Source: an optimization exercise on an open RTL-to-GDS flow (aim: small area, a short achievable clock period and few clock cycles per item). Production flows keep margins and buffers that such runs may drop.
RTL that was checked went through simulation tests only; none was proved equivalent to the original.

Design tcp_congestion_window_update, start of the top module:
module tcp_congestion_window_update #(
    parameter int WINDOW_BITS  = 32,
    parameter int TIMEOUT_BITS = 24
) (
    input  wire logic                             clk,
    input  wire logic                             rst_n,
    input  wire logic                             cfg_write,
    input  wire logic [cwu_pkg::CFG_IDX_W-1:0]    cfg_index,
    input  wire logic [cwu_pkg::CFG_DATA_W-1:0]   cfg_data,
    input  wire logic                             in_valid,
    output logic                                  in_ready,
    input  wire logic                             operation,
    input  wire logic                             new_data_acked,
    output logic                                  out_valid,
    input  wire logic                             out_ready,
    output logic [cwu_pkg::OUT_WIN_W-1:0]         window,
    output logic [cwu_pkg::OUT_TMO_W-1:0]         timeout_value,
    output logic                                  retransmit,
    output logic                                  restart_timer,
    output logic                                  in_avoidance
);
    localparam logic [1:0] ST_IDLE = 2'd0;
    localparam logic [1:0] ST_DIV  = 2'd1;    
    localparam logic [1:0] ST_FIN  = 2'd2;    
    logic [15:0] seg_reg;
    logic [31:0] thr_reg;
    logic [23:0] ceil_reg;
    logic [31:0] sq_reg;
    logic        sq_busy;
    logic [4:0]  sq_cnt;       
    logic        sq_bit;       
    logic [31:0] win_reg;
    logic [23:0] tmo_reg;
    logic        ov_reg;
    logic        rex_reg;
    logic        avo_reg;
    logic        f0v, f0op, f0nd;
    logic        f1v, f1op, f1nd;
    logic [1:0]  st;
    logic [32:0] rem_reg;      
    logic [31:0] q_reg;
    logic [4:0]  j_reg;        
    logic        nb_reg;       
    logic [4:0]  mm_reg;       
    logic        qz_reg;       
    logic        stale_reg;    
    logic        avoid;
    logic        free;
    logic        push;
    logic        head_div;
    logic [4:0]  msb_w;
    logic [4:0]  msb_s;
    logic [5:0]  kdiff;
    logic [31:0] rem_init;
    logic [4:0]  psel;
    logic        nb_next;
    logic        sub1;
    logic [32:0] y1;
    logic        qb1;
    logic        sq_clear;
    logic [32:0] bx;
    logic [31:0] add_b;
    logic [32:0] add_s;
    logic [31:0] win_sat;
    logic [24:0] tmo_dbl;
    logic [23:0] tmo_new;
    logic        pop;
  ...
==> flow/config.mk <==
export PLATFORM = sky130hd
export DESIGN_NAME = tcp_congestion_window_update
export DESIGN_NICKNAME = tcp_congestion_window_update
export VERILOG_FILES = /design/flow/design.v
export SDC_FILE = /design/flow/constraint.sdc
export NUM_CORES = 4
export LEC_CHECK = 0
export CAP_MARGIN = 20
export CORE_MARGIN = 2
export CORE_UTILIZATION = 65
export GPL_TIMING_DRIVEN = 0
export SETUP_SLACK_MARGIN = 4.5
export SLEW_MARGIN = 20
==> flow/constraint.sdc <==
create_clock -name core_clock -period 8.5 [get_ports {clk}]
set_input_delay 1.7000 -clock core_clock [delete_from_list [all_inputs] [get_ports {clk}]]
set_output_delay 1.7000 -clock core_clock [all_outputs]
set_load 0.01 [all_outputs]
run.sh (not shown) runs the stock make flow with config.mk's settings and CLKGATE_MAP_FILE= SYNTH_SCRIPT=/design/flow/synth_recipe.tcl, a recipe that flattens the netlist after the stock synthesis.
The starting point completed with no timing, DRC or antenna violations.
Then changed:
- CORE_UTILIZATION: 65 -> 40
- GPL_TIMING_DRIVEN: 0 -> not set
Clock-buffer cell count fell by 6.
Die area rose by 61%.
Maximum frequency rose by 7.6%.
Area after synthesis is unchanged.
Global-route usage fell by 16 points.
Function was not checked in any run of this note: the RTL went through the layout flow alone.

========
tcp_congestion_window_update, a different RTL version from the one above (not shown whole).
Size: about 260 flip-flops, roughly 100 I/O pins, ~17000 µm² of cells after synthesis.
==> flow/config.mk <==
export PLATFORM = sky130hd
export DESIGN_NAME = tcp_congestion_window_update
export DESIGN_NICKNAME = tcp_congestion_window_update
export VERILOG_FILES = /design/flow/design.v
export SDC_FILE = /design/flow/constraint.sdc
export NUM_CORES = 4
export LEC_CHECK = 0
export CAP_MARGIN = 20
export CORE_MARGIN = 2
export CORE_UTILIZATION = 40
export SETUP_SLACK_MARGIN = 5.0
export SLEW_MARGIN = 20
==> flow/constraint.sdc <==
create_clock -name core_clock -period 8.5 [get_ports {clk}]
set_input_delay 1.7000 -clock core_clock [delete_from_list [all_inputs] [get_ports {clk}]]
set_output_delay 1.7000 -clock core_clock [all_outputs]
set_load 0.01 [all_outputs]
standard.sh (not shown) runs the stock make flow with config.mk's settings and CLKGATE_MAP_FILE= SYNTH_SCRIPT=/design/flow/synth_recipe.tcl, a recipe that flattens the netlist after the stock synthesis.
==> flow/flow/run.sh <==
#!/bin/bash
# Standard layout, with plain buffers (not delay cells) on the ports.
set -e
export BUFFER_PORTS_ARGS="-buffer_cell sky130_fd_sc_hd__buf_4"
bash standard.sh > standard.log 2>&1
The first run completed with no timing, DRC or antenna violations.
Next try:
--- a/flow/flow/run.sh
+++ b/flow/flow/run.sh
@@ -4 +4 @@
-export BUFFER_PORTS_ARGS="-buffer_cell sky130_fd_sc_hd__buf_4"
+export BUFFER_PORTS_ARGS="-buffer_cell sky130_fd_sc_hd__buf_2"
- final area climbs by 0.97%
- critical path depth is unchanged
- via count climbs by 2.0%
- synthesized cell count is unchanged
- flip-flop and latch count is unchanged
- setup slack gets better by 0.030 ns
- count of clock-buffer cells in the layout drops by 6
No run of this note included a check of the RTL's function; only the layout flow was run.

========
Another version of the RTL of tcp_congestion_window_update (not shown whole).
For scale: ~2100 cells after synthesis, about 260 flip-flops, ~100 I/O pins, ~0.020 sq mm of cells after synthesis.
==> flow/config.mk <==
export PLATFORM = sky130hd
export DESIGN_NAME = tcp_congestion_window_update
export DESIGN_NICKNAME = tcp_congestion_window_update
export VERILOG_FILES = /design/flow/design.v
export SDC_FILE = /design/flow/constraint.sdc
export NUM_CORES = 4
export LEC_CHECK = 0
export CAP_MARGIN = 20
export CORE_MARGIN = 2
export CORE_UTILIZATION = 40
export SETUP_SLACK_MARGIN = 3.5
export SLEW_MARGIN = 20
export SYNTH_HIERARCHICAL = 1
==> flow/constraint.sdc <==
create_clock -name core_clock -period 8.5 [get_ports {clk}]
set_input_delay 1.7000 -clock core_clock [delete_from_list [all_inputs] [get_ports {clk}]]
set_output_delay 1.7000 -clock core_clock [all_outputs]
set_load 0.01 [all_outputs]
run.sh (not shown) runs the stock make flow with config.mk's settings and CLKGATE_MAP_FILE= SYNTH_SCRIPT=/design/flow/synth_recipe.tcl, a recipe that flattens the netlist after the stock synthesis.
Stock flow here: none of the scripts above is used.
==> next run, changes <==
--- a/flow/config.mk
+++ b/flow/config.mk
@@ -11 +11 @@
-export SETUP_SLACK_MARGIN = 3.5
+export SETUP_SLACK_MARGIN = 4.5
The new run finished clean.
Routed wire length came out higher by 0.54%.
Register-to-register slack improved by 0.13 ns.
Fmax came out higher by 2.8%.
Design area came out higher by 2.2%.
Worst hold slack stays flat.
Setup slack improved by 0.13 ns.
Die area is unchanged.
Synthesized area is unchanged.
Via count came out lower by 0.43%.
Function was not checked in any run of this note: the RTL went through the layout flow alone.

========
Setup of the baseline:
Another version of the RTL of tcp_congestion_window_update (not shown whole).
Size in the first run: ~2100 cells after synthesis, ~250 flip-flops, ~100 I/O pins, about 19000 µm² of cells after synthesis.
==> flow/config.mk <==
export PLATFORM = sky130hd
export DESIGN_NAME = tcp_congestion_window_update
export DESIGN_NICKNAME = tcp_congestion_window_update
export VERILOG_FILES = /design/flow/design.v
export SDC_FILE = /design/flow/constraint.sdc
export NUM_CORES = 4
export LEC_CHECK = 0
export CAP_MARGIN = 20
export CORE_MARGIN = 2
export CORE_UTILIZATION = 40
export SETUP_SLACK_MARGIN = 3.5
export SLEW_MARGIN = 20
==> flow/constraint.sdc <==
create_clock -name core_clock -period 8.5 [get_ports {clk}]
set_input_delay 1.7000 -clock core_clock [delete_from_list [all_inputs] [get_ports {clk}]]
set_output_delay 1.7000 -clock core_clock [all_outputs]
set_load 0.01 [all_outputs]
Modified inputs, the candidate compared to the baseline
Settings: removing SETUP_SLACK_MARGIN (formerly 3.5).
--- outcome ---
Compared with the baseline, in the candidate detail-routed net length per standard cell fell by about 3.3%; mapped cell area stayed essentially flat; average vias per placed instance fell by 0.037. The candidate: vias after detailed routing is 161 lower than what the baseline reported. Summary: with the baseline as the reference, post-route standard cell area excluding fillers in the candidate moved down by a few percent. The global-route usage in the candidate sits 0.50 points below the value recorded for the baseline.
No run of this note included a check of the RTL's function; only the layout flow was run.

========
The RTL this note starts from:
==> flow/design.v <==
`default_nettype none
package cwu_pkg;
    localparam int SEG_W      = 16;
    localparam int THRESH_W   = 32;
    localparam int TMO_CFG_W  = 24;
    localparam int CFG_DATA_W = 32;
    localparam int CFG_IDX_W  = 2;
    localparam int OUT_WIN_W  = 32;
    localparam int OUT_TMO_W  = 24;
    localparam int SQ_W       = 2 * SEG_W;
    localparam int DIV_STEPS  = SQ_W;
    localparam int CNT_W      = $clog2(DIV_STEPS);
    localparam logic [SEG_W-1:0]     SEG_RESET    = 16'd1000;
    localparam logic [THRESH_W-1:0]  THRESH_RESET = 32'd64000;
    localparam logic [TMO_CFG_W-1:0] CEIL_RESET   = 24'hFF_FFFF;
    localparam int                   INIT_TMO     = 1000;
    localparam logic OP_TIMEOUT = 1'b0;
    localparam logic OP_ACK     = 1'b1;
    typedef enum logic [CFG_IDX_W-1:0] {
        REG_SEGMENT_SIZE = 2'd0,
        REG_SSTHRESH     = 2'd1,
        REG_INIT_TIMEOUT = 2'd2,
        REG_CEILING      = 2'd3
    } cfg_reg_t;
    typedef struct packed {
        logic accept;
        logic square;
        logic div_step;
        logic commit;
    } cwu_cmd_t;
    typedef struct packed {
        logic need_div;
        logic out_free;
    } cwu_status_t;
endpackage
`default_nettype wire
`default_nettype none
module tcp_congestion_window_update #(
    parameter int WINDOW_BITS  = 32,
    parameter int TIMEOUT_BITS = 24
) (
    input  wire logic                             clk,
    input  wire logic                             rst_n,
    input  wire logic                             cfg_write,
    input  wire logic [cwu_pkg::CFG_IDX_W-1:0]    cfg_index,
    input  wire logic [cwu_pkg::CFG_DATA_W-1:0]   cfg_data,
    input  wire logic                             in_valid,
    output logic                                  in_ready,
    input  wire logic                             operation,
    input  wire logic                             new_data_acked,
    output logic                                  out_valid,
    input  wire logic                             out_ready,
    output logic [cwu_pkg::OUT_WIN_W-1:0]         window,
    output logic [cwu_pkg::OUT_TMO_W-1:0]         timeout_value,
    output logic                                  retransmit,
    output logic                                  restart_timer,
    output logic                                  in_avoidance
);
    localparam logic [1:0] ST_IDLE = 2'd0;
    localparam logic [1:0] ST_DIV  = 2'd1;    
    localparam logic [1:0] ST_FIN  = 2'd2;    
    logic [15:0] seg_reg;
    logic [31:0] thr_reg;
    logic [23:0] ceil_reg;
    logic [31:0] sq_reg;
    logic        sq_busy;
    logic [4:0]  sq_cnt;       
    logic        sq_bit;       
    logic [31:0] win_reg;
    logic [23:0] tmo_reg;
    logic        ov_reg;
    logic        rex_reg;
    logic        avo_reg;
    logic        f0v, f0op, f0nd;
    logic        f1v, f1op, f1nd;
    logic [1:0]  st;
    logic [32:0] rem_reg;      
    logic [31:0] q_reg;
    logic [4:0]  j_reg;        
    logic        nb_reg;       
    logic [4:0]  mm_reg;       
    logic        qz_reg;       
    logic        stale_reg;    
    logic        avoid;
    logic        free;
    logic        push;
    logic        head_div;
    logic [4:0]  msb_w;
    logic [4:0]  msb_s;
    logic [5:0]  kdiff;
    logic [31:0] rem_init;
    logic [4:0]  psel;
    logic        nb_next;
    logic        sub1;
    logic [32:0] y1;
    logic        qb1;
    logic        sq_clear;
    logic [32:0] bx;
    logic [31:0] add_b;
    logic [32:0] add_s;
    logic [31:0] win_sat;
    logic [24:0] tmo_dbl;
    logic [23:0] tmo_new;
    logic        pop;
    logic        commit_nd;    
    logic        commit_fin;   
    logic        start;        
    logic        load_start;
    logic        is_to, is_ss, is_dz;
    assign avoid    = win_reg >= thr_reg;
    assign free     = !ov_reg || out_ready;
    assign push     = in_valid && !f1v;
    assign head_div = f0op && f0nd;
    always_comb begin
        msb_w = '0;
        msb_s = '0;
        for (int i = 0; i < 32; i++) begin
            if (win_reg[i]) msb_w = i[4:0];
            if (sq_reg[i])  msb_s = i[4:0];
        end
    end
    assign kdiff = {1'b0, msb_s} - {1'b0, msb_w};
    assign rem_init = sq_busy ? 32'd0 : (sq_reg >> 1) >> mm_reg;
    assign psel     = (st == ST_DIV) ? j_reg - 5'd1 : mm_reg;
    assign nb_next  = sq_reg[psel];
    assign sq_clear = sq_busy && sq_cnt[4];
    assign sub1 = !rem_reg[32] && !sq_busy;
    assign bx   = sq_busy ? (sq_bit ? {17'd0, seg_reg} : 33'd0) : ({1'b0, win_reg} ^ {33{sub1}});
    assign y1   = {rem_reg[31:0], nb_reg} + bx + {32'd0, sub1};
    assign qb1  = !y1[32];
    assign add_b   = (st == ST_FIN) ? q_reg : {16'd0, seg_reg};
    assign add_s   = {1'b0, win_reg} + {1'b0, add_b};
    assign win_sat = add_s[32] ? 32'hFFFF_FFFF : add_s[31:0];
    assign tmo_dbl = {tmo_reg, 1'b0};
    assign tmo_new = (tmo_dbl > {1'b0, ceil_reg}) ? ceil_reg : tmo_dbl[23:0];
    assign is_to  = !f0op;
    assign is_ss  = head_div && !avoid;
    assign is_dz  = head_div && avoid && (qz_reg || win_reg == '0);   
    always_comb begin
        commit_nd  = 1'b0;
        commit_fin = 1'b0;
        start      = 1'b0;
        if (st == ST_FIN) begin
            commit_fin = free;
            start      = free && f0v && head_div && !qz_reg && !stale_reg && !sq_busy;
        end else if (st == ST_IDLE && f0v) begin
            if (head_div && avoid && !is_dz)
                start = !stale_reg && !sq_busy;
            else
                commit_nd = free && !(is_dz && (stale_reg || sq_busy));
        end
    end
    assign pop        = commit_nd || start;
    assign load_start = (st == ST_IDLE) || (st == ST_FIN && free);
    always_ff @(posedge clk or negedge rst_n) begin
        if (!rst_n) begin
            seg_reg   <= 16'd1000;
            thr_reg   <= 32'd64000;
            ceil_reg  <= 24'hFF_FFFF;
            sq_busy   <= 1'b1;        
            sq_cnt    <= 5'd16;
            win_reg   <= 32'd1000;
            tmo_reg   <= 24'd1000;
            ov_reg    <= 1'b0;
            f0v       <= 1'b0;
            f1v       <= 1'b0;
            st        <= ST_IDLE;
            stale_reg <= 1'b1;
        end else begin
            if (cfg_write) begin
                case (cfg_index)
                    2'd0: begin
                        seg_reg <= cfg_data[15:0];
                        sq_busy <= 1'b1;
                        sq_cnt  <= 5'd16;
                    end
                    2'd1: thr_reg  <= cfg_data;
                    2'd3: ceil_reg <= cfg_data[23:0];
                    default: ;
                endcase
            end
            if (sq_busy && !(cfg_write && cfg_index == 2'd0)) begin
                sq_cnt <= sq_cnt - 5'd1;
                if (sq_cnt == 5'd0)
                    sq_busy <= 1'b0;
            end
            if (pop) begin
                f0v <= f1v || push;
                f1v <= 1'b0;
            end else if (push) begin
                if (f0v) f1v <= 1'b1;
                else     f0v <= 1'b1;
            end
            if (commit_nd || commit_fin)
                ov_reg <= 1'b1;
            else if (out_ready)
                ov_reg <= 1'b0;
            if (commit_fin) begin
                win_reg <= win_sat;
            end else if (commit_nd) begin
                if (is_to) begin
                    win_reg <= {16'd0, seg_reg};
                    tmo_reg <= tmo_new;
                end else if (is_ss) begin
                    win_reg <= win_sat;
                end else if (is_dz && win_reg == '0) begin
                    win_reg <= 32'hFFFF_FFFF;
                end
            end
            stale_reg <= (commit_nd && is_to) || sq_busy;
            if (start)
                st <= ST_DIV;
            else if (commit_fin)
                st <= ST_IDLE;
            else if (st == ST_DIV && j_reg == 5'd0)
                st <= ST_FIN;
        end
    end
    always_ff @(posedge clk) begin
        sq_bit <= seg_reg[4'(sq_cnt - 5'd1)];
        if (sq_busy && sq_cnt == 5'd0 && !(cfg_write && cfg_index == 2'd0))
            sq_reg <= y1[31:0];
        mm_reg <= kdiff[4:0];
        qz_reg <= kdiff[5] || (sq_reg == '0);
        if (pop) begin
            f0op <= f1v ? f1op : operation;
            f0nd <= f1v ? f1nd : new_data_acked;
        end else if (push && !f0v) begin
            f0op <= operation;
            f0nd <= new_data_acked;
        end
        if (push && f0v && !pop) begin
            f1op <= operation;
            f1nd <= new_data_acked;
        end
        if (commit_nd) begin
            rex_reg <= is_to;
            avo_reg <= avoid;
        end else if (commit_fin) begin
            rex_reg <= 1'b0;
            avo_reg <= 1'b1;
        end
        if (st == ST_DIV || (sq_busy && !sq_clear)) begin
            rem_reg <= y1;
            j_reg   <= j_reg - 5'd1;
        end else begin
            rem_reg <= {1'b0, rem_init};
            j_reg   <= mm_reg;
        end
        nb_reg <= nb_next && !sq_busy;
        if (st == ST_DIV)
            q_reg <= {q_reg[30:0], qb1};
        else if (load_start)
            q_reg <= '0;
    end
    assign in_ready      = !f1v;
    assign out_valid     = ov_reg;
    assign window        = win_reg;
    assign timeout_value = tmo_reg;
    assign retransmit    = rex_reg;
    assign restart_timer = rex_reg;
    assign in_avoidance  = avo_reg;
endmodule
`default_nettype wire
Settings: LEC_CHECK=0, CAP_MARGIN=20, CORE_MARGIN=2, CORE_UTILIZATION=40, SETUP_SLACK_MARGIN=5.0, SLEW_MARGIN=20; clock period 8.5 ns.
standard.sh (not shown) runs the stock make flow with config.mk's settings and CLKGATE_MAP_FILE= SYNTH_SCRIPT=/design/flow/synth_recipe.tcl, a recipe that flattens the netlist after the stock synthesis.
==> flow/flow/run.sh <==
#!/bin/bash
# Standard layout, with plain buffers (not delay cells) on the ports.
set -e
export BUFFER_PORTS_ARGS="-buffer_cell sky130_fd_sc_hd__buf_2"
bash standard.sh SETUP_SLACK_MARGIN=6.0 finish > standard.log 2>&1
The baseline completed without violations.
Testbench counts at the start, summed over its fixed seeds: cycles 24,030, items 4,800.
Rerun with:
==> flow/run.sh (new file) <==
#!/bin/bash
# synth_recipe.tcl (not shown) runs the flow's synth.tcl, then flattens the netlist and writes it again
# the make line also repeats each setting of config.mk as NAME=value (left out here)
make -C /OpenROAD-flow-scripts/flow DESIGN_CONFIG=/design/flow/config.mk WORK_HOME=/design/flow/orfs CLKGATE_MAP_FILE= SYNTH_SCRIPT=/design/flow/synth_recipe.tcl finish
Settings changed: SETUP_SLACK_MARGIN 5.0 to 4.5.
removed: flow/flow/run.sh
removed: flow/standard.sh
Synthesized cell count is unchanged. Global-route usage fell by 2.4 points. First-iteration DRC count falls by 1.3%. Area after synthesis does not change. Sequential share of layout area rose by 4.5 points. Core utilization goes down by 7.9 points.
Rerun with:
==> flow/flow/run.sh (new file) <==
#!/bin/bash
# Standard layout, with plain buffers (not delay cells) on the ports.
set -e
export BUFFER_PORTS_ARGS="-buffer_cell sky130_fd_sc_hd__buf_2"
bash standard.sh > standard.log 2>&1
==> flow/standard.sh (new file) <==
#!/bin/bash
# synth_recipe.tcl (not shown) runs the flow's synth.tcl, then flattens the netlist and writes it again
# the make line also repeats each setting of config.mk as NAME=value (left out here)
make -C /OpenROAD-flow-scripts/flow DESIGN_CONFIG=/design/flow/config.mk WORK_HOME=/design/flow/orfs CLKGATE_MAP_FILE= SYNTH_SCRIPT=/design/flow/synth_recipe.tcl "${@:-finish}"
Settings changed: CTS_BUF_LIST set to sky130_fd_sc_hd__clkbuf_4, SETUP_SLACK_MARGIN 4.5 to 5.0.
removed: flow/run.sh
Clock skew increases by 19 ps.
Wire length goes up by 4.0%.
Worst setup slack gains 320 ps.
Design area stays flat.
Sequential cell count does not change.
Critical path depth goes up by 1.
Rerun with:
--- a/flow/flow/run.sh
+++ b/flow/flow/run.sh
@@ -3,0 +4 @@
+cp standard.sh standard.sh.txt 2>/dev/null || true
Settings changed: CTS_BUF_LIST sky130_fd_sc_hd__clkbuf_4 to unset.
The new run went through all stages and came out clean.
Worst hold slack is worse by 3.0 ps.
Sequential share of layout area grows by 0.20 points.
First-iteration DRC count grows by 1.2%.
Wire length shrinks by 2.0%.
Area after synthesis is unchanged.
Via count shrinks by 2.7%.
Rerun with:
==> flow/run.sh (new file) <==
#!/bin/bash
# synth_recipe.tcl (not shown) runs the flow's synth.tcl, then flattens the netlist and writes it again
# the make line also repeats each setting of config.mk as NAME=value (left out here)
make -C /OpenROAD-flow-scripts/flow DESIGN_CONFIG=/design/flow/config.mk WORK_HOME=/design/flow/orfs CLKGATE_MAP_FILE= SYNTH_SCRIPT=/design/flow/synth_recipe.tcl finish
removed: flow/flow/run.sh
removed: flow/standard.sh
Core utilization went up by 1.9 points.
Non-clock buffer count rose by 9.
Worst hold slack gains 5.5 ps.
Via count is higher by 1.4%.
Wire length grows by 2.0%.
Setup slack is worse by 28 ps.
Cell count rises by 0.63%.
Area after synthesis stays the same.
Register-to-register slack is worse by 30 ps.
Critical path depth is unchanged.

==> port drivers added, routing unchanged <==
In the flow no input, the clock included, has a driving cell. The finished layouts below were timed again as built, in two steps. Step 1, drivers: a clkbuf_16 drives clk and a buf_2 each remaining input, both assumed. Step 2 also shifts input and output timing later by t, the mid clock arrival at the registers, as if the neighbouring blocks saw the same clock. Slacks: no drivers / after step 1 / after step 2; pairs: no drivers / after step 1.
| run | shift t [ns] | setup slack, ns | slew at the worst register clock pin (ns) | worst data-port slew with drivers (ns) |
|---|---|---|---|---|
| the first run of note 1 | 0.607 | 4.289 / 4.289 / 4.063 | 0.07 / 0.07 | 0.05 |
| the second run of note 1 | 0.639 | 4.588 / 4.588 / 4.158 | 0.07 / 0.07 | 0.12 |
| the first run of note 2 | 0.649 | 4.968 / 4.968 / 4.545 | 0.07 / 0.07 | 0.05 |
| the second run of note 2 | 0.649 | 4.999 / 4.999 / 4.428 | 0.07 / 0.07 | 0.05 |
| the first run of note 3 | 0.639 | 3.701 / 3.701 / 3.701 | 0.07 / 0.07 | 0.07 |
| the second run of note 3 | 0.617 | 3.832 / 3.832 / 3.421 | 0.06 / 0.06 | 0.06 |
| the baseline | 0.616 | 0.607 / 0.607 / 0.607 | 0.07 / 0.07 | 0.05 |
| the candidate | 0.641 | 0.394 / 0.394 / 0.394 | 0.07 / 0.07 | 0.05 |
| the first run of note 5 | 0.645 | 5.062 / 5.062 / 4.768 | 0.07 / 0.07 | 0.07 |
| the second run of note 5 | 0.630 | 4.688 / 4.688 / 4.318 | 0.07 / 0.07 | 0.05 |
| the third run of note 5 | 0.762 | 5.004 / 5.004 / 4.481 | 0.09 / 0.09 | 0.06 |
| the fourth run of note 5 | 0.617 | 5.035 / 5.035 / 4.558 | 0.07 / 0.07 | 0.06 |
| the fifth run of note 5 | 0.625 | 5.008 / 4.983 / 4.548 | 0.07 / 0.07 | 0.04 |
After both steps setup and hold are still met in every run listed. The setup slack of the second run of note 2, which loses most, moves by 0.000 ns with the drivers and by -0.571 ns with both steps.
